What follows belongs to an exercise in optimizing a design on an open flow for small area, a short achievable clock period and few clock cycles per item; a production flow would make more cautious choices.
Where RTL was checked, it was by simulation tests only, not by an equivalence proof against the original.

## accel_dynamic_magnitude
module accel_dynamic_magnitude
(
    input  logic        clk,
    input  logic        rst_n,
    input  logic        s_axis_tvalid,
    output logic        s_axis_tready,
    input  logic [47:0] s_axis_tdata,
    output logic        m_axis_tvalid,
    input  logic        m_axis_tready,
    output logic [23:0] m_axis_tdata,
    output logic        m_axis_tuser
);
Size in the first run: roughly 6900 cells after synthesis, roughly 830 flip-flops, about 64000 sq um of cells after synthesis.
==> flow/config.mk <==
export PLATFORM = sky130hd
export DESIGN_NAME = accel_dynamic_magnitude
export DESIGN_NICKNAME = accel_dynamic_magnitude
export VERILOG_FILES = /design/flow/design.v
export SDC_FILE = /design/flow/constraint.sdc
export NUM_CORES = 4
export LEC_CHECK = 0
export ABC_AREA = 1
export CAP_MARGIN = 20
export CORE_MARGIN = 2
export CORE_UTILIZATION = 50
export PLACE_DENSITY = 0.65
export SLEW_MARGIN = 20
export TNS_END_PERCENT = 5
==> flow/constraint.sdc <==
create_clock -name core_clock -period 12.0 [get_ports {clk}]
set_input_delay 2.4000 -clock core_clock [delete_from_list [all_inputs] [get_ports {clk}]]
set_output_delay 2.4000 -clock core_clock [all_outputs]
set_load 0.01 [all_outputs]
standard.sh (not shown) runs the stock make flow with config.mk's settings and CLKGATE_MAP_FILE= SYNTH_SCRIPT=/design/flow/synth_recipe.tcl, a recipe that flattens the netlist after the stock synthesis.
==> flow/flow/run.sh <==
#!/bin/bash
set -e
export SETUP_SLACK_MARGIN=7.8
export BUFFER_PORTS_ARGS="-buffer_cell sky130_fd_sc_hd__buf_2"
bash standard.sh > standard.log 2>&1
Rerun with:
--- a/flow/design.v
+++ b/flow/design.v
@@ -10,24 +10,25 @@
     input  logic [47:0] s_axis_tdata,
     output logic        m_axis_tvalid,
     input  logic        m_axis_tready,
     output logic [23:0] m_axis_tdata,
     output logic        m_axis_tuser
 );
     localparam int CAL_N = 100;
-    logic [27:0] cr [3];
+    logic [28:0] cr [3];      
     logic [2:0]  ph;         
     logic [6:0]  cnt;
     logic [4:0]  dstep;
     logic        dividing;
     logic        calibrated;
     logic        cal_full;
     logic        cal_busy;
     logic        cal_step;
-    logic [27:0] pe_in, pe_out;
+    logic [28:0] pe_in, pe_out;
+    logic [16:0] lo_sum;
     logic [15:0] u_sel;
     logic [22:0] acc_in;
     logic [5:0]  r2;
     logic        ge;
     logic [20:0] q_eff [3];
     logic [3:0]  dl_reg [3];
     logic        adv, adv_base;
@@ -67,16 +68,17 @@
         end
     end
     assign pe_in  = cr[2];
     assign u_sel  = ({16{ph[0]}} & p1_dh2[15:0]) | ({16{ph[1]}} & p1_dh1[15:0]) | ({16{ph[2]}} & p1_dh0[15:0]);
     assign acc_in = (cnt == 7'd1) ? 23'd3 : pe_in[22:0];
     assign r2     = {((dstep == 5'd0) ? 5'd0 : pe_in[27:23]), pe_in[22]};
     assign ge     = (r2 >= 6'd25);
-    assign pe_out = dividing ? {(ge ? 5'(r2 - 6'd25) : r2[4:0]), pe_in[21:0], ge}
-                             : {pe_in[27:23], acc_in + 23'(u_sel)};
+    assign lo_sum = {1'b0, acc_in[15:0]} + {1'b0, u_sel};
+    assign pe_out = dividing ? {1'b0, (ge ? 5'(r2 - 6'd25) : r2[4:0]), pe_in[21:0], ge}
+                             : {lo_sum[16], pe_in[27:23], acc_in[22:16], lo_sum[15:0]};
     for (genvar a = 0; a < 3; a++) begin : g_q
         assign q_eff[a] = calibrated ? cr[a][20:0] : 21'd0;
     end
     always_ff @(posedge clk)
     begin
         for (int a = 0; a < 3; a++)
         begin
@@ -84,15 +86,15 @@
         end
     end
     always_ff @(posedge clk)
     begin
         if (cal_step)
         begin
             cr[0] <= pe_out;
-            cr[1] <= cr[0];
+            cr[1] <= {1'b0, cr[0][27:23], cr[0][22:16] + {6'd0, cr[0][28]}, cr[0][15:0]};
             cr[2] <= cr[1];
         end
     end
     always_ff @(posedge clk or negedge rst_n)
     begin
         if (!rst_n)
         begin
=> The changed run completed with no timing, DRC or antenna violations; utilization grows by 0.44 points; clock-buffer cell count grows by 5; non-clock buffer count increases by 37; worst setup slack improved by 180 ps; die area is lower slightly; wire length grows slightly; final cell count went up slightly; via count is about the same.
Testbench counts after the change, summed over its fixed seeds: cycles 3,304, items 3,200.
No functional check of the RTL was part of the first run of this note.

==> port drivers added, routing unchanged <==
The flow's constraints put no driver on any port. The routed layouts listed below were extracted and timed again, unchanged, in two steps. Step 1 assumes that a clkbuf_16 drives the clock port and a buf_2 every other input. Step 2 moves the port delays by t, midway between the first and last clock arrival at a register: inputs arrive t later, outputs are due t later. That takes back most of the time a late clock gives input paths. Three values: ideal ports, drivers, drivers and shift; two values: the first two.
run | t (ns) | setup WS [ns] | latest minus earliest clock arrival (ns) | cell pins on the clock port's net
the first run | 0.789 | 7.579 / 7.579 / 7.237 | 0.068 / 0.068 | 1
the second run | 0.792 | 7.761 / 7.761 / 7.307 | 0.076 / 0.075 | 1
After both steps every run listed still meets setup and hold. The setup slack of the second run, which loses most, moves by 0.000 ns with the drivers and by -0.454 ns with both steps.
